From an optimization exercise on the open Yosys and OpenROAD flow, aimed at small area, a short achievable clock period and few clock cycles per item; shortcuts taken in it are not production practice.
RTL that was checked went through simulation tests only; none was proved equivalent to the original.
Function not checked in runs 4 to 6: the RTL went through the layout flow alone.
No activity file was given, so power comes from the tool's default toggle rates.

File: config.mk
export PLATFORM = sky130hd
export DESIGN_NAME = host_envelope_deframer_crc16_core
export DESIGN_NICKNAME = host_envelope_deframer_crc16_core
export VERILOG_FILES = /design/flow/design.v
export SDC_FILE = /design/flow/constraint.sdc
export NUM_CORES = 4
export LEC_CHECK = 0
export ABC_CLOCK_PERIOD_IN_PS = 2000
export CAP_MARGIN = 20
export CORE_MARGIN = 2
export CORE_UTILIZATION = 40
export PLACE_DENSITY = 0.6
export SETUP_SLACK_MARGIN = 3.0
export SLEW_MARGIN = 20
File: constraint.sdc
create_clock -name core_clock -period 5.0 [get_ports {clk}]
set_input_delay 1.0000 -clock core_clock [delete_from_list [all_inputs] [get_ports {clk}]]
set_output_delay 1.0000 -clock core_clock [all_outputs]
set_load 0.01 [all_outputs]
File: design.v
package hedc_pkg;
	localparam int CFG_IDX_W = 3;
	localparam logic [CFG_IDX_W-1:0] CFG_START_BYTE   = 3'd0;
	localparam logic [CFG_IDX_W-1:0] CFG_ENV_VERSION  = 3'd1;
	localparam logic [CFG_IDX_W-1:0] CFG_FRAME_MARKER = 3'd2;
	localparam logic [CFG_IDX_W-1:0] CFG_FRAME_VER    = 3'd3;
	localparam logic [CFG_IDX_W-1:0] CFG_FRAME_KIND   = 3'd4;
	localparam logic [7:0] START_BYTE_RST   = 8'hA5;
	localparam logic [7:0] ENV_VERSION_RST  = 8'h01;
	localparam logic [7:0] FRAME_MARKER_RST = 8'hD7;
	localparam logic [7:0] FRAME_VER_RST    = 8'h02;
	localparam logic [7:0] FRAME_KIND_RST   = 8'h01;
	localparam int ENV_VER_POS  = 1;
	localparam int EMIT_FIRST   = 2;
	localparam int INNER_OFFSET = 4;
	localparam logic [15:0] CRC_INIT = 16'hFFFF;
	localparam logic [15:0] CRC_POLY = 16'h1021;
	localparam logic [15:0] CRC_MSB  = 16'h8000;
	typedef enum logic [7:0] {
		ST_IDLE    = 8'b0000_0001,
		ST_CHECK   = 8'b0000_0010,
		ST_FLUSH   = 8'b0000_0100,
		ST_DECIDE  = 8'b0000_1000,
		ST_SCAN    = 8'b0001_0000,
		ST_COPY    = 8'b0010_0000,
		ST_EMIT_RD = 8'b0100_0000,
		ST_EMIT_WR = 8'b1000_0000
	} hedc_state_t;
	typedef struct packed {
		logic       clr;
		logic       vld;
		logic [7:0] data;
		logic       env_ver;
		logic       marker;
		logic       fver;
		logic       kind;
		logic       crc_en;
		logic       got_hi;
		logic       got_lo;
	} hedc_chk_t;
	function automatic logic [15:0] crc16_byte(input logic [15:0] crc, input logic [7:0] data);
		logic [15:0] c;
		c = crc ^ {data, 8'h00};
		for (int b = 0; b < 8; b++) begin
			if ((c & CRC_MSB) != 16'h0000) begin
				c = (c << 1) ^ CRC_POLY;
			end else begin
				c = c << 1;
			end
		end
		crc16_byte = c;
	endfunction
endpackage
module hedc_ram #(
	parameter int WIDTH = 8,
	parameter int DEPTH = 40
) (
	input  logic                     clk,
	input  logic                     we,
	input  logic [$clog2(DEPTH)-1:0] waddr,
	input  logic [WIDTH-1:0]         wdata,
	input  logic                     re,
	input  logic [$clog2(DEPTH)-1:0] raddr,
	output logic [WIDTH-1:0]         rdata
);
	logic [WIDTH-1:0] mem_q [DEPTH];
	logic [WIDTH-1:0] rdata_q;
	always_ff @(posedge clk) begin
		if (we) begin
			mem_q[waddr] <= wdata;
		end
		if (re) begin
			rdata_q <= mem_q[raddr];
		end
	end
	assign rdata = rdata_q;
endmodule
module hedc_check (
	input  logic                clk,
	input  logic                arst_n,
	input  logic [7:0]          env_version,
	input  logic [7:0]          frame_marker,
	input  logic [7:0]          frame_version,
	input  logic [7:0]          frame_kind,
	input  hedc_pkg::hedc_chk_t beat,
	output logic                pass
);
	logic        ok_q;
	logic [15:0] crc_q;
	logic [15:0] got_q;
	logic        bad;
	assign bad = (beat.env_ver && (beat.data != env_version)) ||
		(beat.marker && (beat.data != frame_marker)) ||
		(beat.fver && (beat.data != frame_version)) ||
		(beat.kind && (beat.data != frame_kind));
	always_ff @(posedge clk or negedge arst_n) begin
		if (!arst_n) begin
			ok_q <= 1'b0;
		end else if (beat.clr) begin
			ok_q <= 1'b1;
		end else if (beat.vld && bad) begin
			ok_q <= 1'b0;
		end
	end
	always_ff @(posedge clk) begin
		if (beat.clr) begin
			crc_q <= hedc_pkg::CRC_INIT;
		end else if (beat.vld) begin
			if (beat.crc_en) begin
				crc_q <= hedc_pkg::crc16_byte(crc_q, beat.data);
			end
			if (beat.got_hi) begin
				got_q[15:8] <= beat.data;
			end
			if (beat.got_lo) begin
				got_q[7:0] <= beat.data;
			end
		end
	end
	assign pass = ok_q && (got_q == crc_q);
endmodule
module host_envelope_deframer_crc16_core #(
	parameter int ENVELOPE_BYTES    = 40,
	parameter int INNER_FRAME_BYTES = 36
) (
	input  logic                           clk,
	input  logic                           arst_n,
	input  logic                           cfg_we,
	input  logic [hedc_pkg::CFG_IDX_W-1:0] cfg_idx,
	input  logic [7:0]                     cfg_data,
	input  logic                           rx_valid,
	output logic                           rx_stall,
	input  logic [7:0]                     rx_byte,
	output logic                           out_valid,
	input  logic                           out_stall,
	output logic [7:0]                     out_byte,
	output logic                           out_last
);
	localparam int         NS   = 38;         
	localparam logic [5:0] DMAX = 6'(NS - 1);
	function automatic logic [5:0] dstep(input logic [5:0] d);
		dstep = (d == 6'd0) ? DMAX : d - 6'd1;
	endfunction
	logic [7:0] start_q, env_ver_q, marker_q, fver_q, kind_q;
	logic       in_v, sk_v;
	logic [7:0] in_b, sk_b;
	logic       in_st, sk_st;
	logic [7:0] drum [NS];
	logic [7:0] tap;         
	logic       tap_st;      
	logic [5:0] dr, dw, df;  
	logic       dr0, dw0, df0;
	logic [5:0] nf;          
	logic       nz;          
	logic       anchored;    
	logic [5:0]  pos;        
	logic        ok;
	logic [15:0] crc;
	logic [7:0]  cmp_q;      
	logic        ff;         
	logic        fp1;        
	logic        repro;      
	logic        rphase;     
	logic        rdre;       
	logic        out_valid_q;
	logic [7:0]  out_byte_q;
	logic        out_last_q;
	logic        o1_v;
	logic [7:0]  o1_b;
	logic        o1_l;
	logic ld, rd_out, rep_end, rep_active, ge2, store_ok, consume, wr;
	logic cv, cst, e0, last, take, eqv, eq_in, eq_tap, good, in_free, incoming, cmp_rx;
	logic to1, to0, inc, enter_rep, set_df0, set_dfm, vgood;
	logic [7:0]  cb;
	logic [15:0] crc_step;
	assign tap        = drum[NS-1];
	assign ld         = !out_valid_q || !out_stall;
	assign rd_out     = nz && dr0 && !o1_v;
	assign rep_end    = repro && rphase && dw0;
	assign rep_active = repro && !rep_end;
	assign ge2        = (pos[5:1] != 5'd0);
	assign store_ok   = anchored ? (dw0 && !(nz && dr0 && o1_v)) : (!nz || rd_out);
	assign consume    = in_v && !rep_active && (!ge2 || store_ok);
	assign wr         = consume && ge2;
	assign cv   = rdre || consume;
	assign cb   = rdre ? tap : in_b;
	assign cst  = rdre ? tap_st : in_st;
	assign e0   = (pos == 6'd0);
	assign last = (pos == 6'd39);
	assign take = cv && (!e0 || cst);
	assign eq_in  = (in_b == cmp_q);
	assign eq_tap = (tap == cmp_q);
	assign eqv    = rdre ? eq_tap : eq_in;
	assign good = ok && eqv;
	assign to1   = take && (e0 || (last && !good && (ff || cst)));
	assign to0   = take && last && (good || !(ff || cst));
	assign inc   = take && !e0 && !last;
	assign vgood = take && last && good;
	assign enter_rep = take && last && !good && ff;
	assign set_df0 = take && !e0 && !last && cst && !ff && (rdre || wr);
	assign set_dfm = wr && fp1;
	assign crc_step = hedc_pkg::crc16_byte(crc, cb);
	assign in_free  = !in_v || consume;
	assign incoming = rx_valid && !sk_v;
	assign rx_stall = sk_v;
	assign cmp_rx   = (rx_byte == start_q);
	always_ff @(posedge clk) begin
		drum[0] <= wr ? in_b : tap;
		for (int k = 1; k < NS; k++) begin
			drum[k] <= drum[k-1];
		end
		tap_st <= (drum[NS-2] == start_q);
	end
	always_ff @(posedge clk) begin
		if (!sk_v) begin
			sk_b  <= rx_byte;
			sk_st <= cmp_rx;
		end
		if (in_free) begin
			in_b  <= sk_v ? sk_b : rx_byte;
			in_st <= sk_v ? sk_st : cmp_rx;
		end
		if (ld) begin
			out_byte_q <= o1_v ? o1_b : tap;
			out_last_q <= o1_v ? o1_l : (nf == 6'd1);
		end
		if (!o1_v) begin
			o1_b <= tap;
			o1_l <= (nf == 6'd1);
		end
		dr <= (rd_out || (wr && !nz)) ? 6'd0 : dstep(dr);
		dw <= wr ? 6'd0 : dstep(dw);
		df <= set_df0 ? 6'd0 : set_dfm ? DMAX : dstep(df);
		if (cv) begin
			if (pos[5:2] == 4'd0) begin
				crc <= hedc_pkg::CRC_INIT;
			end else if (pos < 6'd38) begin
				crc <= crc_step;
			end
			if (pos == 6'd1) begin
				ok <= eqv;
			end else if ((pos == 6'd4) || (pos == 6'd5) || (pos == 6'd6) || (pos == 6'd38)) begin
				ok <= ok && eqv;
			end
		end
		if (take && (e0 || last)) begin
			cmp_q <= env_ver_q;
		end else if (inc) begin
			case (pos)
				6'd3:    cmp_q <= marker_q;
				6'd4:    cmp_q <= fver_q;
				6'd5:    cmp_q <= kind_q;
				6'd37:   cmp_q <= crc_step[15:8];
				6'd38:   cmp_q <= crc[7:0];
				default: begin
				end
			endcase
		end
		if (set_dfm) begin
			fp1 <= 1'b0;
		end
		if (take) begin
			if (e0 || last) begin
				ff  <= 1'b0;
				fp1 <= 1'b0;
			end else if (cst && !ff) begin
				ff <= 1'b1;
				if (!(rdre || wr)) begin
					fp1 <= 1'b1;
				end
			end
		end
	end
	logic repro_n, rphase_n, dw0_n, df0_n;
	assign repro_n  = enter_rep || (repro && !rep_end);
	assign rphase_n = !enter_rep && (rphase || rdre);
	assign dw0_n    = wr || (dw == 6'd1);
	assign df0_n    = set_df0 || (!set_dfm && (df == 6'd1));
	always_ff @(posedge clk) begin
		dr0    <= rd_out || (wr && !nz) || (dr == 6'd1);
		dw0    <= dw0_n;
		df0    <= df0_n;
		rphase <= rphase_n;
	end
	always_ff @(posedge clk or negedge arst_n) begin
		if (!arst_n) begin
			start_q     <= hedc_pkg::START_BYTE_RST;
			env_ver_q   <= hedc_pkg::ENV_VERSION_RST;
			marker_q    <= hedc_pkg::FRAME_MARKER_RST;
			fver_q      <= hedc_pkg::FRAME_VER_RST;
			kind_q      <= hedc_pkg::FRAME_KIND_RST;
			in_v        <= 1'b0;
			sk_v        <= 1'b0;
			nf          <= '0;
			nz          <= 1'b0;
			anchored    <= 1'b0;
			pos         <= '0;
			repro       <= 1'b0;
			rdre        <= 1'b0;
			out_valid_q <= 1'b0;
			o1_v        <= 1'b0;
		end else begin
			if (cfg_we) begin
				case (cfg_idx)
					hedc_pkg::CFG_START_BYTE:   start_q   <= cfg_data;
					hedc_pkg::CFG_ENV_VERSION:  env_ver_q <= cfg_data;
					hedc_pkg::CFG_FRAME_MARKER: marker_q  <= cfg_data;
					hedc_pkg::CFG_FRAME_VER:    fver_q    <= cfg_data;
					hedc_pkg::CFG_FRAME_KIND:   kind_q    <= cfg_data;
					default: begin
					end
				endcase
			end
			if (in_free) begin
				in_v <= sk_v || incoming;
				sk_v <= 1'b0;
			end else if (incoming) begin
				sk_v <= 1'b1;
			end
			if (ld) begin
				out_valid_q <= o1_v || rd_out;
				o1_v        <= 1'b0;
			end else if (rd_out) begin
				o1_v        <= 1'b1;
			end
			if (vgood) begin
				nf <= 6'(NS);
				nz <= 1'b1;
			end else if (rd_out) begin
				nf <= nf - 6'd1;
				nz <= (nf != 6'd1);
			end
			repro  <= repro_n;
			rdre   <= repro_n && !(rphase_n && dw0_n) && (rphase_n || df0_n);
			if (to1) begin
				pos <= 6'd1;
			end else if (to0) begin
				pos <= 6'd0;
			end else if (inc) begin
				pos <= pos + 6'd1;
			end
			if (wr) begin
				anchored <= 1'b1;
			end
			if (take && last) begin
				anchored <= enter_rep;
			end
		end
	end
	assign out_valid = out_valid_q;
	assign out_byte  = out_byte_q;
	assign out_last  = out_last_q;
endmodule
File: run.sh
#!/bin/bash
# synth_recipe.tcl (not shown) runs the flow's synth.tcl, then flattens the netlist and writes it again
# the make line also repeats each setting of config.mk as NAME=value (left out here)
make -C /OpenROAD-flow-scripts/flow DESIGN_CONFIG=/design/flow/config.mk WORK_HOME=/design/flow/orfs CLKGATE_MAP_FILE= SYNTH_SCRIPT=/design/flow/synth_recipe.tcl finish
==> run summary, run 1 <==
Final Hold Fails=0; Layout Utilization=0.513; Post-synth top cells=dfxtp_1 (345), mux2_2 (64), xnor2_1 (57); final wirelength=23400 um; PortBufs=34; CTS max path bufs=3; outcome=finished clean; maxcap violations=0; TritonCTS clock tree=done; Leak=6.43 nW; max_slew headroom=0.482; syn nets=910; drt drc=0; RSZ-0062 raised after global routing=true; # rows=65; Layout Nets=1031; Seq/Total Area, Yosys=0.756; Syn Inst Count=871; initial core utilization=0.407; Critical Path RT=5270 ps; Total Routing Usage GR=0.140; post-synth cell types=63; antenna violations before repair=0; setup_tns=0 ps; top-count cell post-synth=dfxtp_1; # clock sinks=449; Fmax achieved=458 MHz; crit path time final=2180 ps; CP Data Arrival Time=2450 ps; vias per cell=4.69; Crit Path Category=register to register; initial DRC count=407; Final setup viols=0; final setup margin=2820 ps; Ys Warns=2; mapped cell area=12900 um^2; layout cells sized above 1=0.308; GRT overflow=0; period utilization=0.436; Post-synth ARST share=0.134; routed wire length per instance=16.4 um; syn avg cell area=14.8 um^2; Pre-Repair DR Iteration Count=5; Total Power=0.0117 W; post-placement cell count=1288; Synth top area share=0.536; die area=33700 um^2; clock root buffer=clkbuf_16; area grow syn2layout=25.8%; antenna cells=0; fin cells=1426; largest net degree at the start of global routing=61; Setup WS pre-CTS=1990 ps; routed vias=6683; final slew viol count=0; post-synth top area cell=dfxtp_1; total CTS buffers=42; Synth Register Bits=449; routability cong.=0.805; dominant cells by area after synthesis=dfxtp_1 (54%), edfxtp_1 (10%), dfrtp_1 (9.1%); hpwl dp=14100 um; die width=183 um; Die Span Y=183 um; Top FF cell, synth=dfxtp_1; worst hold path class=register to register; maximum fanout along the worst path=6; post-route ant nets=0; VDD IR max=0.302 mV; I/O pins=35; area of the core=31600 um^2; H-tree Lvls=2; startpoint types=register; Pwr per Cell Area=722 nW/um^2; Slew @ Worst Pin=777 ps; number of synthesized flops with an enable pin=44; first-pass GRT wire length=36800 um; Clock Skews=14.4 ps; endpoint class of the critical path=register; clk slew on worst S/H paths=70 ps; number of global-route vias before repair=6692; Clk Latency, worst-skew pair=540 ps
[layout by cell type (no fill, tap or decap), drive strengths merged, types with 5 or more instances in the layout]
cell	netlist	final
a41oi	5	5
a21oi	14	14
nor2	33	33
nor4	8	8
or2	7	7
dfrtp	47	47
mux2i	9	9
o21ai	14	14
a311o	5	5
clkdlybuf4s50	0	19
dfstp	13	13
nand3	9	10
nand2	51	51
inv	12	14
clkinv	0	10
a222oi	8	8
o21a	5	5
xor2	9	9
clkbuf	6	62
buf	15	74
xnor2	57	57
nand2b	6	6
mux2	64	64
dfxtp	345	345
nor3	10	10
edfxtp	44	44
ha	15	15
[metal layers]
metal,GRT usage,routed length (um)
met5,0,0
met4,0.0464,547
met3,0.0263,1050
met2,0.208,10100
met1,0.205,11700
[path summary, 6_finish.rpt]
path                                  start     endpoint  slack, ps  cells after the start
worst max-delay path                 pos[1]     cmp_q[4]       2820                      7
worst min-delay path            drum[27][4]  drum[28][4]        320                      0
worst max register to register       pos[1]     cmp_q[4]       2820                      7
worst min register to register  drum[27][4]  drum[28][4]        320                      0
max in group asynchronous            arst_n         rdre       3800                      2
min in group asynchronous            arst_n     anchored        630                      2
[report_power, final]
part / internal (W) / total [W] / switching [W]
sequential: 0.00499 / 0.00560 / 0.000602
combinational: 0.00161 / 0.00307 / 0.00146
clock: 0.00173 / 0.00304 / 0.00131
[metrics by stage]
step | hold slack (ps) | cell area, um^2
6_report | 318 | 16200
5_1_grt | 323 | 16200
4_1_cts | 313 | 15800
3_5_place_dp | 312 | 13700
3_3_place_gp | 310 | 13700
2_1_floorplan | 310 | 13000
[worst max-delay path, cell delays in order, from the launching register on]
cell	delay, ps
dfrtp_2	430
inv_4	70
ha_4	190
and2_4	160
or4_4	570
a311o_1	350
o21ai_1	80
a41oi_1	50
[layout make-up]
class	count	area, um^2
clock buffer	62	1200
clock inverter	14	151
fill	2641	15400
inverter	12	50.0
multi-input combinational	391	3720
sequential	449	9760
tap	402	503
timing repair buffer	96	836
[cell families (layout without fill, tap and decap cells)]
logic type      Yosys count  count (layout)  synth area share
fa+ha+maj                15              15            0.0146
mux                      73              73            0.0629
flops                   449             449             0.756
buf+inv                  33             184            0.0125
compound gates           80              81            0.0457
simple gates            155             156            0.0631
xor+xnor                 66              66            0.0449
[repair_timing]
item,4_1_cts,5_1_grt
setup endpoints to repair,156,106
setup buffers,39,21
gates cloned,1,1
gates resized for setup,126,52
pin swaps,17,34
hold buffers,0,0
[registers in the layout, indices dropped and copies added (netlist names), 8 cells and up]
register    count
env_ver_q       8
in_b            8
sk_b            8
o1_b            8
out_byte_q      8
marker_q        8
drum          304
kind_q          8
crc            16
start_q         8
cmp_q           8
fver_q          8
Testbench counts, summed over its fixed seeds: cycles 19,434, beats 12,008.
==> run 2, diff against run 1 <==
--- a/design.v
+++ b/design.v
@@ -154,5 +154,6 @@
 	logic       nz;          
 	logic       anchored;    
-	logic [5:0]  pos;        
+	logic [5:0]  pos;
+	logic        e0, f1, g2, lt4, en, chk, d3, d4, d5, d37, d38, l39;
 	logic        ok;
 	logic [15:0] crc;
@@ -169,7 +170,7 @@
 	logic [7:0]  o1_b;
 	logic        o1_l;
-	logic ld, rd_out, rep_end, rep_active, ge2, store_ok, consume, wr;
-	logic cv, cst, e0, last, take, eqv, eq_in, eq_tap, good, in_free, incoming, cmp_rx;
-	logic to1, to0, inc, enter_rep, set_df0, set_dfm, vgood;
+	logic ld, rd_out, rep_end, rep_active, store_ok, consume, wr;
+	logic cstm, eqv, eq_in, eq_tap, gd, in_free, incoming, cmp_rx;
+	logic ev_s, ev_v, ev_v1, ev_v0, ev_m, ev_sv, ev_er, vgood, set_df0, set_dfm;
 	logic [7:0]  cb;
 	logic [15:0] crc_step;
@@ -179,24 +180,22 @@
 	assign rep_end    = repro && rphase && dw0;
 	assign rep_active = repro && !rep_end;
-	assign ge2        = (pos[5:1] != 5'd0);
 	assign store_ok   = anchored ? (dw0 && !(nz && dr0 && o1_v)) : (!nz || rd_out);
-	assign consume    = in_v && !rep_active && (!ge2 || store_ok);
-	assign wr         = consume && ge2;
-	assign cv   = rdre || consume;
-	assign cb   = rdre ? tap : in_b;
-	assign cst  = rdre ? tap_st : in_st;
-	assign e0   = (pos == 6'd0);
-	assign last = (pos == 6'd39);
-	assign take = cv && (!e0 || cst);
+	assign consume    = in_v && !rep_active && (!g2 || store_ok);
+	assign wr         = consume && g2;
+	assign cb     = rdre ? tap : in_b;
+	assign cstm   = rdre ? tap_st : in_st;
 	assign eq_in  = (in_b == cmp_q);
 	assign eq_tap = (tap == cmp_q);
 	assign eqv    = rdre ? eq_tap : eq_in;
-	assign good = ok && eqv;
-	assign to1   = take && (e0 || (last && !good && (ff || cst)));
-	assign to0   = take && last && (good || !(ff || cst));
-	assign inc   = take && !e0 && !last;
-	assign vgood = take && last && good;
-	assign enter_rep = take && last && !good && ff;
-	assign set_df0 = take && !e0 && !last && cst && !ff && (rdre || wr);
+	assign gd     = ok && eq_in;
+	assign ev_s  = e0 && consume && in_st;
+	assign ev_v  = l39 && consume;
+	assign ev_v1 = ev_v && !gd && (ff || in_st);
+	assign ev_v0 = ev_v && !ev_v1;
+	assign ev_m  = !e0 && !l39 && (rdre || consume);
+	assign ev_sv = ev_s || ev_v;
+	assign ev_er = ev_v && !gd && ff;
+	assign vgood = ev_v && gd;
+	assign set_df0 = ev_m && cstm && !ff && (rdre || wr);
 	assign set_dfm = wr && fp1;
 	assign crc_step = hedc_pkg::crc16_byte(crc, cb);
@@ -212,4 +211,9 @@
 		tap_st <= (drum[NS-2] == start_q);
 	end
+	logic repro_n, rphase_n, dw0_n, df0_n;
+	assign repro_n  = ev_er || (repro && !rep_end);
+	assign rphase_n = !ev_er && (rphase || rdre);
+	assign dw0_n    = wr || (dw == 6'd1);
+	assign df0_n    = set_df0 || (!set_dfm && (df == 6'd1));
 	always_ff @(posedge clk) begin
 		if (!sk_v) begin
@@ -229,58 +233,79 @@
 			o1_l <= (nf == 6'd1);
 		end
-		dr <= (rd_out || (wr && !nz)) ? 6'd0 : dstep(dr);
-		dw <= wr ? 6'd0 : dstep(dw);
-		df <= set_df0 ? 6'd0 : set_dfm ? DMAX : dstep(df);
-		if (cv) begin
-			if (pos[5:2] == 4'd0) begin
+		dr     <= (rd_out || (wr && !nz)) ? 6'd0 : dstep(dr);
+		dr0    <= rd_out || (wr && !nz) || (dr == 6'd1);
+		dw     <= wr ? 6'd0 : dstep(dw);
+		dw0    <= dw0_n;
+		df     <= set_df0 ? 6'd0 : set_dfm ? DMAX : dstep(df);
+		df0    <= df0_n;
+		rphase <= rphase_n;
+		if (ev_s || ev_v1) begin
+			pos <= 6'd1;
+		end else if (ev_v0) begin
+			pos <= 6'd0;
+		end else if (ev_m) begin
+			pos <= pos + 6'd1;
+		end
+		if (ev_sv) begin
+			f1  <= ev_s || ev_v1;
+			lt4 <= 1'b1;
+			en  <= 1'b0;
+			chk <= 1'b0;
+			d3  <= 1'b0;
+			d4  <= 1'b0;
+			d5  <= 1'b0;
+			d37 <= 1'b0;
+			d38 <= 1'b0;
+		end else if (ev_m) begin
+			f1  <= 1'b0;
+			lt4 <= (pos <= 6'd2);
+			en  <= (pos >= 6'd3) && (pos <= 6'd36);
+			chk <= (pos == 6'd3) || (pos == 6'd4) || (pos == 6'd5) || (pos == 6'd37);
+			d3  <= (pos == 6'd2);
+			d4  <= d3;
+			d5  <= d4;
+			d37 <= (pos == 6'd36);
+			d38 <= d37;
+		end
+		if (ev_m) begin
+			if (lt4) begin
 				crc <= hedc_pkg::CRC_INIT;
-			end else if (pos < 6'd38) begin
+			end else if (en) begin
 				crc <= crc_step;
 			end
-			if (pos == 6'd1) begin
+			if (f1) begin
 				ok <= eqv;
-			end else if ((pos == 6'd4) || (pos == 6'd5) || (pos == 6'd6) || (pos == 6'd38)) begin
+			end else if (chk) begin
 				ok <= ok && eqv;
 			end
 		end
-		if (take && (e0 || last)) begin
+		if (ev_sv) begin
 			cmp_q <= env_ver_q;
-		end else if (inc) begin
-			case (pos)
-				6'd3:    cmp_q <= marker_q;
-				6'd4:    cmp_q <= fver_q;
-				6'd5:    cmp_q <= kind_q;
-				6'd37:   cmp_q <= crc_step[15:8];
-				6'd38:   cmp_q <= crc[7:0];
-				default: begin
-				end
-			endcase
+		end else if (ev_m) begin
+			if (d3) begin
+				cmp_q <= marker_q;
+			end else if (d4) begin
+				cmp_q <= fver_q;
+			end else if (d5) begin
+				cmp_q <= kind_q;
+			end else if (d37) begin
+				cmp_q <= crc_step[15:8];
+			end else if (d38) begin
+				cmp_q <= crc[7:0];
+			end
 		end
 		if (set_dfm) begin
 			fp1 <= 1'b0;
 		end
-		if (take) begin
-			if (e0 || last) begin
-				ff  <= 1'b0;
-				fp1 <= 1'b0;
-			end else if (cst && !ff) begin
-				ff <= 1'b1;
-				if (!(rdre || wr)) begin
-					fp1 <= 1'b1;
-				end
+		if (ev_sv) begin
+			ff  <= 1'b0;
+			fp1 <= 1'b0;
+		end else if (ev_m && cstm && !ff) begin
+			ff <= 1'b1;
+			if (!(rdre || wr)) begin
+				fp1 <= 1'b1;
 			end
 		end
 	end
-	logic repro_n, rphase_n, dw0_n, df0_n;
-	assign repro_n  = enter_rep || (repro && !rep_end);
-	assign rphase_n = !enter_rep && (rphase || rdre);
-	assign dw0_n    = wr || (dw == 6'd1);
-	assign df0_n    = set_df0 || (!set_dfm && (df == 6'd1));
-	always_ff @(posedge clk) begin
-		dr0    <= rd_out || (wr && !nz) || (dr == 6'd1);
-		dw0    <= dw0_n;
-		df0    <= df0_n;
-		rphase <= rphase_n;
-	end
 	always_ff @(posedge clk or negedge arst_n) begin
 		if (!arst_n) begin
@@ -295,5 +320,7 @@
 			nz          <= 1'b0;
 			anchored    <= 1'b0;
-			pos         <= '0;
+			e0          <= 1'b1;
+			g2          <= 1'b0;
+			l39         <= 1'b0;
 			repro       <= 1'b0;
 			rdre        <= 1'b0;
@@ -331,18 +358,23 @@
 				nz <= (nf != 6'd1);
 			end
-			repro  <= repro_n;
-			rdre   <= repro_n && !(rphase_n && dw0_n) && (rphase_n || df0_n);
-			if (to1) begin
-				pos <= 6'd1;
-			end else if (to0) begin
-				pos <= 6'd0;
-			end else if (inc) begin
-				pos <= pos + 6'd1;
+			repro <= repro_n;
+			rdre  <= repro_n && !(rphase_n && dw0_n) && (rphase_n || df0_n);
+			if (ev_s) begin
+				e0 <= 1'b0;
+			end else if (ev_v0) begin
+				e0 <= 1'b1;
+			end
+			if (ev_v) begin
+				g2  <= 1'b0;
+				l39 <= 1'b0;
+			end else if (ev_m) begin
+				g2  <= 1'b1;
+				l39 <= d38;
 			end
 			if (wr) begin
 				anchored <= 1'b1;
 			end
-			if (take && last) begin
-				anchored <= enter_rep;
+			if (ev_v) begin
+				anchored <= ev_er;
 			end
 		end
==> run 2 against run 1 <==
  * Count of clock-buffer cells in the layout is 1 higher
  * Setup slack better by 45 ps
  * Still clean
  * Hold slack improved by 2.1 ps
  * Final area is 4.5% higher
  * Largest power group unchanged
==> run summary, run 2 <==
outcome=finished clean (unchanged); compound-gate portion of the synthesized area=0.0493 (was 0.0457); max_slew headroom=0.447 (was 0.482); top-count cell post-synth=dfxtp_1 (unchanged); area of the core=33700 um^2 (was 31600 um^2); Critical Path Source=rdre (was pos[1]); CP Data Arrival Time=2430 ps (was 2450 ps); number of synthesized flops with an enable pin=44 (unchanged); clock root buffer=clkbuf_16 (unchanged); crit path cell chain=buf_6, mux2i_4, xnor3_1, or3_1, mux2i_2, o211ai_1 (was inv_4, ha_4, and2_4, or4_4, a311o_1, o21ai_1, a41oi_1); Critical Path RT=5290 ps (was 5270 ps); Reg area=9980 um^2 (was 9760 um^2); WP depth=6 (was 7); maximum fanout along the worst path=7 (was 6); Setup crit end=cmp_q[4] (unchanged); final slew viol count=0 (unchanged); PortBufs=34 (unchanged); layout cells sized above 1=0.257 (was 0.308); fin cells=1586 (was 1426); most frequent cells in the layout=dfxtp_1 (358), nand2_1 (63), mux2_2 (56), clkbuf_16 (47) (was dfxtp_1 (345), mux2_2 (63), buf_4 (51), edfxtp_1 (44), nand2_1 (43)); fill cell count=2918 (was 2641); die area=35900 um^2 (was 33700 um^2); antenna violations before repair=0 (unchanged); die width=189 um (was 183 um); I/O pins=35 (unchanged); Top FF cell, synth=dfxtp_1 (unchanged); Reg2Reg Depth=6 (was 7); Final Hold Fails=0 (unchanged); VDD IR max=0.322 mV (was 0.302 mV); Post-Synth XOR/XNOR Area=0.0497 (was 0.0449); Syn Inst Count=993 (was 871); Crit Path Category=register to register (unchanged); reg-to-reg slack, setup=2860 ps (was 2820 ps); Total Routing Usage GR=0.143 (was 0.140); post-synth top area cell=dfxtp_1 (unchanged); # clock sinks=461 (was 449); antenna cells=0 (unchanged); largest net degree at the start of global routing=58 (was 61); crit path time final=2140 ps (was 2180 ps); RR Startpoint=rdre (was pos[1]); Leak=6.81 nW (was 6.43 nW); # rows=67 (was 65); max reg flops=304 (unchanged); Most flops, register=drum (unchanged); maxcap violations=0 (unchanged); area grow syn2layout=23.2% (was 25.8%); H-tree Lvls=2 (unchanged); Synth Register Bits=461 (was 449); initial core utilization=0.408 (was 0.407); reg2reg end=cmp_q[4] (unchanged); Post-synth ARST share=0.124 (was 0.134); Fmax achieved=468 MHz (was 458 MHz); clk slew on worst S/H paths=70 ps (about the same); final wirelength=25500 um (was 23400 um); mapped cell area=13700 um^2 (was 12900 um^2); setup_tns=0 ps (unchanged); routed vias=7482 (was 6683); GRT overflow=0 (unchanged); multiplexer share of the synthesized area=0.0641 (was 0.0629); startpoint types=register (unchanged); Die Span Y=189 um (was 183 um); TritonCTS clock tree=done (unchanged); Seq/Total Area, Yosys=0.726 (was 0.756); Setup WS pre-CTS=1960 ps (was 1990 ps); first-pass GRT wire length=40600 um (was 36800 um); vias per cell=4.72 (was 4.69); adder-cell area share of the yosys netlist=0.0118 (was 0.0146); Pwr per Cell Area=781 nW/um^2 (was 722 nW/um^2); worst hold path class=register to register (unchanged); post-placement cell count=1454 (was 1288); Synth Area in Simple Gates=0.0867 (was 0.0631); syn nets=1030 (was 910); dominant cells by area after synthesis=dfxtp_1 (52%), edfxtp_1 (9.6%), dfrtp_1 (7.8%) (was dfxtp_1 (54%), edfxtp_1 (10%), dfrtp_1 (9.1%)); CTS max path bufs=3 (unchanged); Total Power=0.0132 W (was 0.0117 W); Post-synth top cells=dfxtp_1 (360), nand2_1 (65), mux2_2 (60) (was dfxtp_1 (345), mux2_2 (64), xnor2_1 (57)); post-synth cell types=69 (was 63); period utilization=0.427 (was 0.436); Layout Nets=1139 (was 1031); largest family of logic cells by synthesized area=simple AND/OR/NAND/NOR gates (unchanged); hpwl dp=15400 um (was 14100 um); Clock Skews=12.7 ps (was 14.4 ps); routability cong.=0.791 (was 0.805); commonest non-fill, non-tap cell in the layout=dfxtp_1 (unchanged); drt drc=0 (unchanged); Slew @ Worst Pin=828 ps (was 777 ps); multi-input logic area=4100 um^2 (was 3720 um^2); CP top delay family=flip-flops (was simple AND/OR/NAND/NOR gates); Top Registers=drum: 304 flops, crc: 16 flops (unchanged); number of global-route vias before repair=7440 (was 6692); CP Buf/Inv Count=1 (unchanged); endpoint class of the critical path=register (unchanged); CP max stage cell=dfrtp_4 (was or4_4); total CTS buffers=44 (was 42); RSZ-0062 raised after global routing=true (unchanged); Ys Warns=2 (unchanged); largest stage delay on the critical path=550 ps (was 570 ps); post-route ant nets=0 (unchanged); Pre-Repair DR Iteration Count=5 (unchanged); Synth top area share=0.524 (was 0.536); initial DRC count=470 (was 407); Clk Latency, worst-skew pair=540 ps (about the same); final setup margin=2860 ps (was 2820 ps); routed wire length per instance=16.1 um (was 16.4 um); syn avg cell area=13.8 um^2 (was 14.8 um^2); Final setup viols=0 (unchanged)
==> run 2: how the worst min path moves through the flow <==
stage	cells after the start	endpoint	startpoint
6_report	0	drum[31][4]	drum[30][4]
5_1_grt	0	drum[7][4]	drum[6][4]
4_1_cts	0	drum[6][1]	drum[5][1]
3_5_place_dp	0	drum[11][5]	drum[10][5]
3_3_place_gp	0	drum[27][2]	drum[26][2]
2_1_floorplan	0	drum[10][0]	drum[9][0]
==> run 2: cell families after synthesis <==
kind of cell	after synthesis
compound gates	97
xor+xnor	73
fa+ha+maj	13
buf+inv	41
flops	461
mux	78
simple gates	230
==> run 2: where the power goes <==
group	switching (W)	total [W]	internal [W]
clock	0.00138	0.00321	0.00183
combinational	0.00186	0.00389	0.00202
sequential	0.000801	0.00613	0.00533
==> run 2: through the flow <==
| step | cell area, um^2 | utilization | hold slack [ps] |
|---|---|---|---|
| final | 16900 | 0.503 | 320 |
| after global routing | 16900 | 0.503 | 327 |
| after CTS | 16600 | 0.492 | 322 |
| after detailed placement | 14600 | 0.432 | 312 |
| after global placement | 14600 | 0.432 | 310 |
| after floorplan | 13800 | - | 310 |
==> run 2: repair_timing <==
item | 4_1_cts | 5_1_grt
setup buffers | 34 | 12
cloned | 2 | 2
setup endpoints to repair | 135 | 96
pin swaps | 19 | 25
hold buffers | 0 | 0
endpoints found under the hold margin | 0 | 0
resized for setup | 114 | 48
==> run 2: area by class of cell <==
type                       count  share of cell area
inverter                      16             0.00355
tap                          448              0.0331
timing repair buffer          86              0.0471
clock inverter                19             0.00835
clock buffer                  63              0.0765
multi-input combinational    493               0.242
sequential                   461               0.589
==> run 2: metal layers <==
metal  GRT usage  share of wire  routed length (um)
met5           0              0                   0
met4      0.0435          0.022                 567
met3      0.0271          0.053                1360
met2       0.212           0.43               11000
met1       0.212           0.49               12600
Testbench counts of run 2, summed over its fixed seeds: cycles 19,434, beats 12,008.
==> run 3, diff against run 2 <==
--- a/config.mk
+++ b/config.mk
@@ -10,4 +10,6 @@
 export CORE_MARGIN = 2
 export CORE_UTILIZATION = 40
+export CTS_CLUSTER_DIAMETER = 80
+export CTS_CLUSTER_SIZE = 28
 export PLACE_DENSITY = 0.6
 export SETUP_SLACK_MARGIN = 3.0
==> run 3 against run 2 <==
  * Still clean on timing, DRC and antenna
  * Sequential share of layout area up 3.8 points
  * Register-to-register slack better by 20 ps
  * Hold slack better by 6.6 ps
  * Count of clock-buffer cells in the layout down 31
  * Clock skew up 8.2 ps
  * Critical path type unchanged
==> run summary, run 3 <==
first-pass GRT wire length=39300 um (was 40600 um); Fmax achieved=472 MHz (was 468 MHz); Slew @ Worst Pin=851 ps (was 828 ps); Total Routing Usage GR=0.137 (was 0.143); TritonCTS clock tree=done (unchanged); VDD IR max=0.367 mV (was 0.322 mV); initial DRC count=413 (was 470); RSZ-0062 raised after global routing=true (unchanged); antenna violations before repair=0 (unchanged); routed wire length per instance=16.0 um (was 16.1 um); Final setup viols=0 (unchanged); largest stage delay on the critical path=470 ps (was 550 ps); Synth top area share=0.524 (unchanged); compound-gate portion of the synthesized area=0.0493 (unchanged); clock power share=0.162 (was 0.243); multiplexer share of the synthesized area=0.0641 (unchanged); antenna cells=0 (unchanged); Syn Inst Count=993 (unchanged); Layout Nets=1107 (was 1139); Post-synth ARST share=0.124 (unchanged); area grow syn2layout=15.9% (was 23.2%); Pre-Repair DR Iteration Count=5 (unchanged); multi-input logic area=4000 um^2 (was 4100 um^2); max_slew headroom=0.432 (was 0.447); Synth Register Bits=461 (unchanged); Psw=0.00362 W (was 0.00405 W); Pint=0.00798 W (was 0.00918 W); number of global-route vias before repair=7040 (was 7440); post-route ant nets=0 (unchanged); sequential fraction of design power=0.526 (was 0.464); Ys Warns=2 (unchanged); commonest non-fill, non-tap cell in the layout=dfxtp_1 (unchanged); routed vias=7212 (was 7482); initial core utilization=0.408 (unchanged); startpoint types=register (unchanged); Crit Path Category=register to register (unchanged); clock root buffer=clkbuf_16 (unchanged); Synth Area in Simple Gates=0.0867 (unchanged); reg2reg end=cmp_q[4] (unchanged); adder-cell area share of the yosys netlist=0.0118 (unchanged); top-count cell post-synth=dfxtp_1 (unchanged); area of the core=33700 um^2 (unchanged); mapped cell area=13700 um^2 (unchanged); total CTS buffers=20 (was 44); Final Hold Fails=0 (unchanged); routability cong.=0.791 (unchanged); Total Power=0.0116 W (was 0.0132 W); Pwr per Cell Area=729 nW/um^2 (was 781 nW/um^2); Top Registers=drum: 304 flops, crc: 16 flops (unchanged); period utilization=0.424 (was 0.427); crit path time final=2120 ps (was 2140 ps); outcome=finished clean (unchanged); die area=35900 um^2 (unchanged); post-synth cell types=69 (unchanged); endpoint class of the critical path=register (unchanged); reg-to-reg slack, setup=2880 ps (was 2860 ps); clk slew on worst S/H paths=110 ps (was 70 ps); hpwl dp=15400 um (unchanged); # clock sinks=461 (unchanged); Post-Synth XOR/XNOR Area=0.0497 (unchanged); fill cell count=2987 (was 2918); CTS Hold Buffers Added=0 (unchanged); CTS max path bufs=3 (unchanged); CP max stage cell=dfrtp_4 (unchanged); Post-synth top cells=dfxtp_1 (360), nand2_1 (65), mux2_2 (60) (unchanged); final slew viol count=0 (unchanged); Reg area=9980 um^2 (about the same); final wirelength=24500 um (was 25500 um); syn nets=1030 (unchanged); Critical Path RT=5300 ps (was 5290 ps); Clk Latency, worst-skew pair=540 ps (about the same); Seq/Total Area, Yosys=0.726 (unchanged); Most flops, register=drum (unchanged); # rows=67 (unchanged); sw frac=0.312 (was 0.306); combinational share of power=0.312 (was 0.294); die width=189 um (unchanged); Leak=6.34 nW (was 6.81 nW); dominant cells by area after synthesis=dfxtp_1 (52%), edfxtp_1 (9.6%), dfrtp_1 (7.8%) (unchanged); drt drc=0 (unchanged); Clock Skews=20.9 ps (was 12.7 ps); Die Span Y=189 um (unchanged); PortBufs=34 (unchanged); RR Startpoint=rdre (unchanged); crit path cell chain=buf_12, mux2i_4, xnor3_1, or3_1, mux2i_1, o211ai_1 (was buf_6, mux2i_4, xnor3_1, or3_1, mux2i_2, o211ai_1); vias per cell=4.72 (about the same); worst hold path class=register to register (unchanged); I/O pins=35 (unchanged); CP Data Arrival Time=2420 ps (was 2430 ps); Critical Path Source=rdre (unchanged); Setup crit end=cmp_q[4] (unchanged); setup_tns=0 ps (unchanged); GRT overflow=0 (unchanged); largest net degree at the start of global routing=58 (unchanged); max reg flops=304 (unchanged); maximum fanout along the worst path=6 (was 7); Reg2Reg Depth=6 (unchanged); largest family of logic cells by synthesized area=simple AND/OR/NAND/NOR gates (unchanged); H-tree Lvls=1 (was 2); maxcap violations=0 (unchanged); number of synthesized flops with an enable pin=44 (unchanged); post-synth top area cell=dfxtp_1 (unchanged); layout cells sized above 1=0.217 (was 0.257); syn avg cell area=13.8 um^2 (unchanged); most frequent cells in the layout=dfxtp_1 (357), nand2_1 (64), mux2_2 (56), edfxtp_1 (44), nor2_1 (43) (was dfxtp_1 (358), nand2_1 (63), mux2_2 (56), clkbuf_16 (47)); Top FF cell, synth=dfxtp_1 (unchanged)
## run 3: worst max-delay path, delay by kind of cell (launching register included)
kind | cells | cell delay [ps]
muxes | 2 | 520
DFF | 1 | 470
and+or+nand+nor | 1 | 330
xor gates and xnor gates | 1 | 280
buffers and inverters | 1 | 170
AOI/OAI and AO/OA | 1 | 100
## run 3: power groups by stage
stage                     Combinational, W  Clock (W)  Sequential [W]
final                              0.00362    0.00188         0.00610
after global routing               0.00397    0.00209         0.00626
after detailed placement           0.00274          0         0.00614
after floorplan                    0.00217          0         0.00584
after CTS                          0.00335    0.00195         0.00610
after global placement             0.00269          0         0.00614
## run 3: how the worst min path moves through the flow
stage	to	slack [ps]	start	cells past startpoint
after floorplan	drum[10][0]	310	drum[9][0]	0
after global placement	drum[27][2]	310	drum[26][2]	0
final	drum[7][4]	330	drum[6][4]	0
after detailed placement	drum[11][5]	310	drum[10][5]	0
after CTS	drum[36][3]	330	drum[35][3]	0
after global routing	drum[35][6]	340	drum[34][6]	0
## run 3: layout make-up
cell class / count / share of cell area
Inverter: 16 / 0.00401
Tap cell: 448 / 0.0352
Clock inverter: 1 / 0.00102
Clock buffer: 32 / 0.0362
Timing Repair Buffer: 79 / 0.0451
Multi-Input combinational cell: 492 / 0.251
Sequential cell: 461 / 0.627
## run 3: cell families after synthesis
kind of cell | count (synthesis)
xor gates and xnor gates | 73
AOI/OAI and AO/OA | 97
and+or+nand+nor | 230
DFF | 461
adders and majority gates | 13
muxes | 78
buffers and inverters | 41
## run 3: per-layer routing
metal	track usage	up-vias	wire length [um]
met2	0.207	122	10500
met4	0.0247	0	406
met1	0.211	3523	12600
met3	0.0206	25	968
li1	-	3542	-
met5	0	-	0
## run 3: repair_timing
| action | in CTS | in global routing |
|---|---|---|
| buffers inserted | 27 | 13 |
| endpoints found under the setup margin | 135 | 101 |
| gates resized for setup | 96 | 48 |
| pin swaps | 16 | 22 |
| gates cloned | 2 | 0 |
## run 3: per-stage QoR
| step | instances | setup WS [ps] | hold slack, ps | utilization | instance area [um^2] |
|---|---|---|---|---|---|
| finish | 1529 | 2880 | 327 | 0.472 | 15900 |
| global route | 1529 | 2830 | 338 | 0.472 | 15900 |
| CTS | 1516 | 2870 | 333 | 0.464 | 15600 |
| detailed placement | 1454 | 1960 | 312 | 0.432 | 14600 |
| global placement | 1454 | 2070 | 310 | 0.432 | 14600 |
| floorplan | 993 | 3020 | 310 | - | 13800 |
==> run 4, diff against run 3 <==
--- a/design.v
+++ b/design.v
@@ -164,4 +164,5 @@
 	logic        rphase;     
 	logic        rdre;       
+	logic        rdre_d;     
 	logic        out_valid_q;
 	logic [7:0]  out_byte_q;
@@ -183,9 +184,9 @@
 	assign consume    = in_v && !rep_active && (!g2 || store_ok);
 	assign wr         = consume && g2;
-	assign cb     = rdre ? tap : in_b;
-	assign cstm   = rdre ? tap_st : in_st;
+	assign cb     = rdre_d ? tap : in_b;
+	assign cstm   = rdre_d ? tap_st : in_st;
 	assign eq_in  = (in_b == cmp_q);
 	assign eq_tap = (tap == cmp_q);
-	assign eqv    = rdre ? eq_tap : eq_in;
+	assign eqv    = rdre_d ? eq_tap : eq_in;
 	assign gd     = ok && eq_in;
 	assign ev_s  = e0 && consume && in_st;
@@ -240,4 +241,5 @@
 		df0    <= df0_n;
 		rphase <= rphase_n;
+		rdre_d <= repro_n && !(rphase_n && dw0_n) && (rphase_n || df0_n);
 		if (ev_s || ev_v1) begin
 			pos <= 6'd1;
==> run 4 against run 3 <==
  * Register-to-register slack improved by 90 ps
  * Die area is 1.1% lower
  * Final area is 1.7% lower
  * Critical endpoint is now out_byte[2]
  * Still clean
  * Hold slack got worse by 10 ps
  * Global-route usage decreased by 0.82 points
  * Count of clock-buffer cells in the layout decreased by 1
  * Critical path depth is 5 lower
  * Largest cell class unchanged
  * Final cell count decreased by 0.78%
==> run summary, run 4 <==
outcome=finished clean (unchanged); maxcap violations=0 (unchanged); Synth Register Bits=462 (was 461); routed vias=6967 (was 7212); post-route ant nets=0 (unchanged); Leak=6.25 nW (was 6.34 nW); Clk Latency, worst-skew pair=540 ps (about the same); Fmax achieved=468 MHz (was 472 MHz); hpwl dp=15000 um (was 15400 um); clk slew on worst S/H paths=100 ps (was 110 ps); number of global-route vias before repair=6825 (was 7040); Top Registers=drum: 304 flops, crc: 16 flops (unchanged); Most flops, register=drum (unchanged); layout cells sized above 1=0.204 (was 0.217); sw frac=0.300 (was 0.312); Critical Path RT=4000 ps (was 5300 ps); Slew @ Worst Pin=740 ps (was 851 ps); Post-synth top cells=dfxtp_1 (361), nand2_1 (59), mux2_2 (58) (was dfxtp_1 (360), nand2_1 (65), mux2_2 (60)); most frequent cells in the layout=dfxtp_1 (357), mux2_2 (58), nand2_1 (55), nor2_1 (47), edfxtp_1 (44) (was dfxtp_1 (357), nand2_1 (64), mux2_2 (56), edfxtp_1 (44), nor2_1 (43)); TritonCTS clock tree=done (unchanged); mapped cell area=13600 um^2 (was 13700 um^2); # rows=67 (unchanged); first-pass GRT wire length=36600 um (was 39300 um); Post-synth ARST share=0.123 (was 0.124); period utilization=0.428 (was 0.424); post-synth cell types=64 (was 69); largest stage delay on the critical path=440 ps (was 470 ps); GRT overflow=0 (unchanged); top-count cell post-synth=dfxtp_1 (unchanged); post-placement cell count=1446 (was 1454); clock root buffer=clkbuf_16 (unchanged); largest net degree at the start of global routing=36 (was 58); sequential fraction of design power=0.543 (was 0.526); Psw=0.00329 W (was 0.00362 W); I/O pins=35 (unchanged); endpoint class of the critical path=primary output (was register); number of synthesized flops with an enable pin=44 (unchanged); final slew viol count=0 (unchanged); H-tree Lvls=1 (unchanged); final wirelength=22700 um (was 24500 um); clock power share=0.175 (was 0.162); Clock Skews=21.6 ps (was 20.9 ps); Die Span Y=188 um (was 189 um); Final setup viols=0 (unchanged); total CTS buffers=21 (was 20); syn avg cell area=13.8 um^2 (about the same); post-synth top area cell=dfxtp_1 (unchanged); vias per cell=4.59 (was 4.72); Ys Warns=2 (unchanged); Pint=0.00769 W (was 0.00798 W); RSZ-0062 raised after global routing=true (unchanged); crit path time final=2140 ps (was 2120 ps); drt drc=0 (unchanged); Syn Inst Count=982 (was 993); syn nets=1019 (was 1030); initial core utilization=0.405 (was 0.408); CP Buf/Inv Count=1 (unchanged); commonest non-fill, non-tap cell in the layout=dfxtp_1 (unchanged); Pwr per Cell Area=702 nW/um^2 (was 729 nW/um^2); PortBufs=34 (unchanged); fin cells=1517 (was 1529); Total Routing Usage GR=0.129 (was 0.137); combinational share of power=0.282 (was 0.312); Pre-Repair DR Iteration Count=5 (unchanged); # clock sinks=462 (was 461); dominant cells by area after synthesis=dfxtp_1 (53%), edfxtp_1 (9.7%), dfrtp_1 (7.9%) (was dfxtp_1 (52%), edfxtp_1 (9.6%), dfrtp_1 (7.8%)); setup_tns=0 ps (unchanged); initial DRC count=394 (was 413); CP Data Arrival Time=1140 ps (was 2420 ps); area grow syn2layout=15.1% (was 15.9%); CTS Hold Buffers Added=0 (unchanged); Crit Path Category=register to primary output (was register to register); crit path cell chain=buf_2 (was buf_12, mux2i_4, xnor3_1, or3_1, mux2i_1, o211ai_1); Top FF cell, synth=dfxtp_1 (unchanged); Seq/Total Area, Yosys=0.735 (was 0.726); CP max stage cell=edfxtp_1 (was dfrtp_4); antenna cells=0 (unchanged); routability cong.=0.788 (was 0.791); worst hold path class=register to register (unchanged); startpoint types=register (unchanged); Layout Nets=1092 (was 1107); maximum fanout along the worst path=1 (was 6); Synth top area share=0.532 (was 0.524); VDD IR max=0.330 mV (was 0.367 mV); routed wire length per instance=15.0 um (was 16.0 um); CTS max path bufs=3 (unchanged); Final Hold Fails=0 (unchanged); max_slew headroom=0.506 (was 0.432); CP top delay family=flip-flops (was multiplexers); antenna violations before repair=0 (unchanged); area of the core=33500 um^2 (was 33700 um^2); die area=35500 um^2 (was 35900 um^2); die width=188 um (was 189 um); max reg flops=304 (unchanged)
## run 4: cell types whose count changed after synthesis, moves of 7 or more
cell,delta
inv_1,+10
a21oi_1,+23
a31oi_1,-7
nand2b_1,-8
o21ai_0,+11
xnor2_1,-8
mux2i_1,-8
## run 4: what timing repair did
action	CTS	global route
pin swaps	25	19
setup endpoints to repair	167	69
endpoints found under the hold margin	0	0
buffers inserted	24	9
gates cloned	0	1
resized for setup	87	35
## run 4: cells by family (layout without fill, tap and decap cells)
group | Yosys count | in the layout | synth area share
adder cells (fa/ha/maj) | 13 | 13 | 0.0120
flip-flops | 462 | 462 | 0.735
XOR/XNOR | 71 | 71 | 0.0523
multiplexers | 69 | 69 | 0.0583
buffers and inverters | 49 | 136 | 0.0145
AO/OA/AOI/OAI | 128 | 128 | 0.0599
AND/OR/NAND/NOR | 190 | 190 | 0.0678
## run 4: stage by stage
| step | util | hold slack (ps) | instance area (um^2) | setup slack, ps | power, W |
|---|---|---|---|---|---|
| final | 0.467 | 317 | 15600 | 2860 | 0.0110 |
| after global routing | 0.467 | 320 | 15600 | 2810 | 0.0117 |
| after CTS | 0.460 | 319 | 15400 | 2820 | 0.0108 |
| after detailed placement | 0.431 | 312 | 14400 | 1990 | 0.00849 |
| after global placement | 0.431 | 310 | 14400 | 2040 | 0.00844 |
| after floorplan | - | 310 | 13600 | 3020 | 0.00772 |
## run 4: worst paths after layout
kind	from	end	slack, ps	depth (start not counted)
max in group asynchronous	arst_n	env_ver_q[0]	3650	2
worst max-delay path	out_byte_q[2]	out_byte[2]	2860	1
worst min-delay path	drum[26][3]	drum[27][3]	320	0
worst min register to register	drum[26][3]	drum[27][3]	320	0
worst max register to register	rdre_d	cmp_q[2]	2970	7
min in group asynchronous	arst_n	kind_q[7]	430	1
## run 4: layout make-up
cell class / count / area (um^2)
fillers: 3004 / 17900
flip-flops and latches: 462 / 10000
multi-input cells: 471 / 3710
repair buffers: 73 / 649
clock buffers: 31 / 563
well taps: 448 / 561
inverters: 26 / 97.6
clock inverters: 6 / 60.1
## run 4: per-layer routing
| metal | global-route usage | wire length, um | vias to the layer above |
|---|---|---|---|
| li1 | - | - | 3464 |
| met4 | 0.0285 | 501 | 0 |
| met2 | 0.201 | 9880 | 104 |
| met3 | 0.0246 | 975 | 35 |
| met1 | 0.188 | 11400 | 3364 |
| met5 | 0 | 0 | - |
## run 4: power groups by stage
stage	combinational (W)	clock, W	sequential [W]
floorplan	0.00199	0	0.00573
global placement	0.00242	0	0.00602
detailed placement	0.00245	0	0.00604
CTS	0.00285	0.00199	0.00597
global route	0.00344	0.00212	0.00612
finish	0.00310	0.00192	0.00596
==> run 5, diff against run 4 <==
--- a/config.mk
+++ b/config.mk
@@ -13,4 +13,4 @@
 export CTS_CLUSTER_SIZE = 28
 export PLACE_DENSITY = 0.6
-export SETUP_SLACK_MARGIN = 3.0
+export SETUP_SLACK_MARGIN = 2.85
 export SLEW_MARGIN = 20
==> run 5 against run 4 <==
  * Still clean on timing, DRC and antenna
  * Global-route usage is 0.26 points lower
  * Critical path depth stayed put
  * Area after synthesis stayed put
  * Synthesized cell count stayed put
  * Sequential cell count stayed put
  * Final cell count is 0.46% lower
  * Setup slack worse by 18 ps
  * Count of clock-buffer cells in the layout stayed put
  * Critical path type unchanged
  * Largest cell class unchanged
  * Largest power group unchanged
==> run summary, run 5 <==
Top Registers=drum: 304 flops, crc: 16 flops (unchanged); die width=188 um (unchanged); Post-synth ARST share=0.123 (unchanged); syn avg cell area=13.8 um^2 (unchanged); die area=35500 um^2 (unchanged); layout cells sized above 1=0.186 (was 0.204); I/O pins=35 (unchanged); H-tree Lvls=1 (unchanged); Seq/Total Area, Yosys=0.735 (unchanged); Total Routing Usage GR=0.127 (was 0.129); first-pass GRT wire length=35800 um (was 36600 um); Layout Nets=1087 (was 1092); Slew @ Worst Pin=821 ps (was 740 ps); Crit Path Category=register to primary output (unchanged); Setup WS pre-CTS=2000 ps (was 1990 ps); dominant cells by area after synthesis=dfxtp_1 (53%), edfxtp_1 (9.7%), dfrtp_1 (7.9%) (unchanged); routed wire length per instance=15.1 um (was 15.0 um); Hold Path Origin=drum[1][1] (was drum[26][3]); Clock Skews=30.7 ps (was 21.6 ps); Leak=6.19 nW (was 6.25 nW); endpoint class of the critical path=primary output (unchanged); Hold Path Depth=0 (unchanged); VDD IR max=0.326 mV (was 0.330 mV); area of the core=33500 um^2 (unchanged); Post-synth top cells=dfxtp_1 (361), nand2_1 (59), mux2_2 (58) (unchanged); setup_tns=0 ps (unchanged); hpwl dp=14800 um (was 15000 um); syn nets=1019 (unchanged); Syn Inst Count=982 (unchanged); Fmax achieved=464 MHz (was 468 MHz); TritonCTS clock tree=done (unchanged); number of synthesized flops with an enable pin=44 (unchanged); drt drc=0 (unchanged); Ys Warns=2 (unchanged); maxcap violations=0 (unchanged); Die Span Y=188 um (unchanged); # clock sinks=462 (unchanged); clk slew on worst S/H paths=110 ps (was 100 ps); routed vias=6970 (was 6967); Critical Path RT=4000 ps (about the same); antenna cells=0 (unchanged); CP Data Arrival Time=1160 ps (was 1140 ps); commonest non-fill, non-tap cell in the layout=dfxtp_1 (unchanged); post-route ant nets=0 (unchanged); area grow syn2layout=14.0% (was 15.1%); total CTS buffers=21 (unchanged); Total Power=0.0108 W (was 0.0110 W); WP depth=1 (unchanged); GRT overflow=0 (unchanged); fill cell count=3047 (was 3004); mapped cell area=13600 um^2 (unchanged); post-synth top area cell=dfxtp_1 (unchanged); most frequent cells in the layout=dfxtp_1 (359), mux2_2 (58), nand2_1 (57), nor2_1 (49), edfxtp_1 (44) (was dfxtp_1 (357), mux2_2 (58), nand2_1 (55), nor2_1 (47), edfxtp_1 (44)); CP Buf/Inv Count=1 (unchanged); maximum fanout along the worst path=2 (was 1); placed cell area=14400 um^2 (about the same); crit path time final=2160 ps (was 2140 ps); final wirelength=22800 um (was 22700 um); Top FF cell, synth=dfxtp_1 (unchanged); Hold Path End=drum[2][1] (was drum[27][3]); initial core utilization=0.405 (unchanged); Most flops, register=drum (unchanged); largest net degree at the start of global routing=58 (was 36); Synth Register Bits=462 (unchanged); Synth top area share=0.532 (unchanged); max_slew headroom=0.452 (was 0.506); CTS Hold Buffers Added=0 (unchanged); PortBufs=34 (unchanged); Reg2Reg Depth=8 (was 7); outcome=finished clean (unchanged); Clk Latency, worst-skew pair=550 ps (was 540 ps); antenna violations before repair=0 (unchanged); Pwr per Cell Area=698 nW/um^2 (was 702 nW/um^2); Post-Layout Inst Area=15500 um^2 (was 15600 um^2); initial DRC count=363 (was 394); routability cong.=0.761 (was 0.788); post-synth cell types=64 (unchanged); worst hold path class=register to register (unchanged); Pre-Repair DR Iteration Count=4 (was 5); crit path cell chain=clkbuf_2 (was buf_2); fin cells=1510 (was 1517); RSZ-0062 raised after global routing=true (unchanged); final setup margin=2840 ps (was 2860 ps); post-placement cell count=1446 (unchanged); final slew viol count=0 (unchanged); period utilization=0.431 (was 0.428); vias per cell=4.62 (was 4.59); reg-to-reg slack, setup=2850 ps (was 2970 ps); RR Startpoint=rdre_d (unchanged); CP max stage cell=dfrtp_2 (was edfxtp_1); startpoint types=register (unchanged); CTS max path bufs=3 (unchanged); # rows=67 (unchanged); number of global-route vias before repair=6625 (was 6825); top-count cell post-synth=dfxtp_1 (unchanged); reg2reg end=cmp_q[5] (was cmp_q[2]); max reg flops=304 (unchanged); Final setup viols=0 (unchanged); largest stage delay on the critical path=460 ps (was 440 ps); clock root buffer=clkbuf_16 (unchanged); CP top delay family=flip-flops (unchanged); Final Hold Fails=0 (unchanged)
## run 5: metrics by stage
step	hold WS [ps]	utilization
floorplan	310	-
global route	335	0.462
detailed placement	312	0.431
CTS	329	0.455
global placement	310	0.431
finish	325	0.462
## run 5: cell type report
class                   count  area, um^2  area share
clock buffers              31         563      0.0363
multi-input cells         471        3630       0.234
well taps                 448         561      0.0362
clock inverters             4        53.8     0.00347
flip-flops and latches    462       10000       0.645
repair buffers             68         588      0.0380
inverters                  26        97.6     0.00630
## run 5: per-layer routing
layer	GRT usage	part of all wire	vias to the layer above	wire length, um
met3	0.0222	0.043	33	971
met2	0.197	0.44	115	10100
met1	0.184	0.49	3377	11300
met4	0.0306	0.022	0	500
li1	-	-	3445	-
met5	0	0	-	0
## run 5: kinds of logic (layout without fill, tap and decap cells)
kind of cell | count (synthesis) | in the layout | share of synthesized area
AOI/OAI and AO/OA | 128 | 128 | 0.0599
xor gates and xnor gates | 71 | 71 | 0.0523
and+or+nand+nor | 190 | 190 | 0.0678
DFF | 462 | 462 | 0.735
buffers and inverters | 49 | 129 | 0.0145
adders and majority gates | 13 | 13 | 0.0120
muxes | 69 | 69 | 0.0583
## run 5: timing repair
action,4_1_cts,5_1_grt
setup endpoints to repair,128,53
resized for setup,68,22
setup buffers,15,14
pin swaps,8,13
## run 5: how the worst max path moves through the flow
| stage | startpoint | end | slack [ps] |
|---|---|---|---|
| final | sk_v | rx_stall | 2840 |
| after global routing | rdre_d | cmp_q[0] | 2720 |
| after CTS | sk_v | rx_stall | 2660 |
| after detailed placement | cfg_we | marker_q[5] | 2000 |
| after global placement | cfg_we | marker_q[5] | 2050 |
| after floorplan | cfg_idx[1] | start_q[1] | 2860 |
## run 5: where the power goes
| part | switching, W | internal (W) | total, W |
|---|---|---|---|
| registers | 0.000703 | 0.00525 | 0.00596 |
| logic | 0.00145 | 0.00148 | 0.00292 |
| clock network | 0.00112 | 0.000816 | 0.00194 |
| total | 0.00327 | 0.00755 | 0.0108 |
==> run 6, diff against run 5 <==
--- a/config.mk
+++ b/config.mk
@@ -9,8 +9,8 @@
 export CAP_MARGIN = 20
 export CORE_MARGIN = 2
-export CORE_UTILIZATION = 40
+export CORE_UTILIZATION = 60
 export CTS_CLUSTER_DIAMETER = 80
 export CTS_CLUSTER_SIZE = 28
-export PLACE_DENSITY = 0.6
-export SETUP_SLACK_MARGIN = 2.85
+export PLACE_DENSITY = 0.75
+export SETUP_SLACK_MARGIN = 3.0
 export SLEW_MARGIN = 20
==> run 6 against run 5 <==
  * Sequential cell count stayed put
  * Maximum frequency is 0.69% higher
  * Global-route usage is 6.6 points higher
  * Still clean on timing, DRC and antenna
  * Clock power is 3% lower
  * Critical path type is now register to register
==> run summary, run 6 <==
CP Data Arrival Time=2420 ps (was 1160 ps); first-pass GRT wire length=36700 um (was 35800 um); antenna violations before repair=0 (unchanged); CTS max path bufs=3 (unchanged); area grow syn2layout=13.8% (was 14.0%); # clock sinks=462 (unchanged); Ys Warns=2 (unchanged); Die Span Y=155 um (was 188 um); Layout Utilization=0.689 (was 0.462); top-count cell post-synth=dfxtp_1 (unchanged); Critical Path Source=rdre_d (was sk_v); Most flops, register=drum (unchanged); largest net degree at the start of global routing=42 (was 58); Post-synth top cells=dfxtp_1 (361), nand2_1 (59), mux2_2 (58) (unchanged); clock root buffer=clkbuf_16 (unchanged); startpoint types=register (unchanged); Top Registers=drum: 304 flops, crc: 16 flops (unchanged); crit path time final=2140 ps (was 2160 ps); setup_tns=0 ps (unchanged); routed vias=7091 (was 6970); post-synth cell types=64 (unchanged); Critical Path RT=5280 ps (was 4000 ps); die width=155 um (was 188 um); VDD IR max=0.351 mV (was 0.326 mV); number of synthesized flops with an enable pin=44 (unchanged); Crit Path Category=register to register (was register to primary output); drt drc=0 (unchanged); Setup WS pre-CTS=1960 ps (was 2000 ps); Final setup viols=0 (unchanged); Slew @ Worst Pin=752 ps (was 821 ps); most frequent cells in the layout=dfxtp_1 (358), mux2_2 (58), nand2_1 (55), nor2_1 (48), edfxtp_1 (44) (was dfxtp_1 (359), mux2_2 (58), nand2_1 (57), nor2_1 (49), edfxtp_1 (44)); area of the core=22400 um^2 (was 33500 um^2); max_slew headroom=0.498 (was 0.452); Fmax achieved=467 MHz (was 464 MHz); final setup margin=2860 ps (was 2840 ps); post-synth top area cell=dfxtp_1 (unchanged); syn nets=1019 (unchanged); mapped cell area=13600 um^2 (unchanged); PortBufs=34 (unchanged); RSZ-0062 raised after global routing=true (unchanged); hpwl dp=14300 um (was 14800 um); RR Startpoint=rdre_d (unchanged); worst hold margin=320 ps (was 325 ps); number of global-route vias before repair=6974 (was 6625); Post-synth ARST share=0.123 (unchanged); I/O pins=35 (unchanged); max reg flops=304 (unchanged); Reg2Reg Depth=8 (unchanged); post-route ant nets=0 (unchanged); Total Routing Usage GR=0.193 (was 0.127); Clk Latency, worst-skew pair=540 ps (was 550 ps); syn avg cell area=13.8 um^2 (unchanged); period utilization=0.428 (was 0.431); Top FF cell, synth=dfxtp_1 (unchanged); Post-Layout Inst Area=15500 um^2 (about the same); routability cong.=0.788 (was 0.761); initial DRC count=459 (was 363); Leak=6.26 nW (was 6.19 nW); Setup crit end=cmp_q[6] (was rx_stall); final slew viol count=0 (unchanged); maxcap violations=0 (unchanged); antenna cells=0 (unchanged); final wirelength=23100 um (was 22800 um); Clock Skews=23.6 ps (was 30.7 ps); outcome=finished clean (unchanged); dominant cells by area after synthesis=dfxtp_1 (53%), edfxtp_1 (9.7%), dfrtp_1 (7.9%) (unchanged); Syn Inst Count=982 (unchanged); routed wire length per instance=17.1 um (was 15.1 um); reg2reg end=cmp_q[6] (was cmp_q[5]); commonest non-fill, non-tap cell in the layout=dfxtp_1 (unchanged); Seq/Total Area, Yosys=0.735 (unchanged); die area=23900 um^2 (was 35500 um^2); maximum fanout along the worst path=7 (was 2); Synth top area share=0.532 (unchanged); H-tree Lvls=1 (unchanged); reg-to-reg slack, setup=2860 ps (was 2850 ps); Pre-Repair DR Iteration Count=5 (was 4); placed cell area=14200 um^2 (was 14400 um^2); CTS Hold Buffers Added=0 (unchanged); endpoint class of the critical path=register (was primary output); Layout Nets=1090 (was 1087); initial core utilization=0.606 (was 0.405); Synth Register Bits=462 (unchanged); TritonCTS clock tree=done (unchanged); layout cells sized above 1=0.204 (was 0.186); total CTS buffers=20 (was 21); GRT overflow=0 (unchanged); # rows=55 (was 67); clk slew on worst S/H paths=100 ps (was 110 ps); Final Hold Fails=0 (unchanged); vias per cell=5.25 (was 4.62); worst hold path class=register to register (unchanged); Pwr per Cell Area=715 nW/um^2 (was 698 nW/um^2)
-- run 6: cell count changes in the layout (fill, tap and decap cells not counted), moves of 3 or more --
cell,previous run,this run
clkdlybuf4s50_1,22,18
o21ai_0,27,24
o21ai_1,2,5
or2_4,0,3
buf_6,2,7
dlygate4sd2_1,0,3
-- run 6: cells by family after synthesis --
kind of cell / count (synthesis) / synth area share
muxes: 69 / 0.0583
xor gates and xnor gates: 71 / 0.0523
AOI/OAI and AO/OA: 128 / 0.0599
and+or+nand+nor: 190 / 0.0678
DFF: 462 / 0.735
buffers and inverters: 49 / 0.0145
adders and majority gates: 13 / 0.0120
-- run 6: layout make-up --
class / count / area, um^2
clock inverters: 3 / 27.5
clock buffers: 31 / 573
inverters: 26 / 97.6
multi-input cells: 471 / 3750
repair buffers: 72 / 651
well taps: 285 / 357
fillers: 1504 / 6970
flip-flops and latches: 462 / 10000
-- run 6: metal layers --
layer	vias to the layer above	global-route usage	part of all wire
met1	3445	0.282	0.48
met3	35	0.0272	0.038
met5	-	0	0
li1	3454	-	-
met4	0	0.0445	0.022
met2	157	0.310	0.46
-- run 6: worst max-delay path, stage by stage, from the launching register on --
cell	delay (ps)
dfxtp_4	440
buf_12	160
buf_4	130
mux2i_2	300
xnor2_2	170
xnor2_4	180
or2_4	280
a21oi_2	140
o31ai_2	80
-- run 6: power breakdown --
part	switching, W	leakage [nW]	internal, W
logic	0.00152	1.88	0.00164
clock network	0.00107	0.292	0.000810
registers	0.000750	4.09	0.00526
total	0.00335	6.26	0.00771
-- run 6: how the worst min path moves through the flow --
| stage | endpoint | start | cells past startpoint |
|---|---|---|---|
| 2_1_floorplan | drum[10][0] | drum[9][0] | 0 |
| 3_3_place_gp | drum[20][3] | drum[19][3] | 0 |
| 3_5_place_dp | drum[10][1] | drum[9][1] | 0 |
| 4_1_cts | drum[33][2] | drum[32][2] | 0 |
| 5_1_grt | drum[33][2] | drum[32][2] | 0 |
| 6_report | drum[33][2] | drum[32][2] | 0 |
-- run 6: per-stage QoR --
stage / instances / power, W
floorplan: 982 / 0.00772
global placement: 1283 / 0.00838
detailed placement: 1283 / 0.00847
CTS: 1340 / 0.0108
global route: 1350 / 0.0117
finish: 1350 / 0.0111
-- run 6: timing repair --
item / CTS / global route
endpoints found under the hold margin: 0 / 0
gates resized for setup: 87 / 36
pin swaps: 20 / 22
setup endpoints to repair: 165 / 70
buffers inserted: 23 / 10

[what the ideal ports hide]
The flow's constraints put no driver on any port. The routed layouts listed below were extracted and timed again, unchanged, in two steps.
Step 1, drivers: a clkbuf_16 drives clk and a buf_2 each remaining input, both assumed.
Step 2 adds t to the input delays and takes it off the output delays; t is the mean of the earliest and latest rising clock arrival at the registers after step 1. Input paths then give back, and output paths get back, about the clock's delay inside the block.
a / b / c = no drivers / after step 1 / after step 2; a / b = the first two.
| run | shift t [ns] | setup slack, ns | worst hold slack (ns) | worst setup path after step 2 | latest minus earliest clock arrival (ns) |
|---|---|---|---|---|---|
| run 1 | 0.581 | 2.818 / 2.818 / 2.519 | 0.318 / 0.318 / 0.318 | input to register | 0.017 / 0.017 |
| run 2 | 0.585 | 2.863 / 2.859 / 2.440 | 0.320 / 0.320 / 0.320 | input to register | 0.015 / 0.014 |
| run 3 | 0.575 | 2.881 / 2.845 / 2.578 | 0.327 / 0.327 / 0.327 | input to register | 0.026 / 0.026 |
| run 4 | 0.577 | 2.861 / 2.812 / 2.552 | 0.317 / 0.317 / 0.317 | input to register | 0.025 / 0.025 |
| run 5 | 0.578 | 2.843 / 2.796 / 2.366 | 0.325 / 0.325 / 0.325 | input to register | 0.030 / 0.031 |
| run 6 | 0.575 | 2.858 / 2.817 / 2.525 | 0.320 / 0.320 / 0.320 | input to register | 0.028 / 0.028 |
After both steps every run listed still meets setup and hold. For run 5, which loses most, drivers alone change the setup slack by -0.047 ns; drivers and shift together by -0.477 ns.
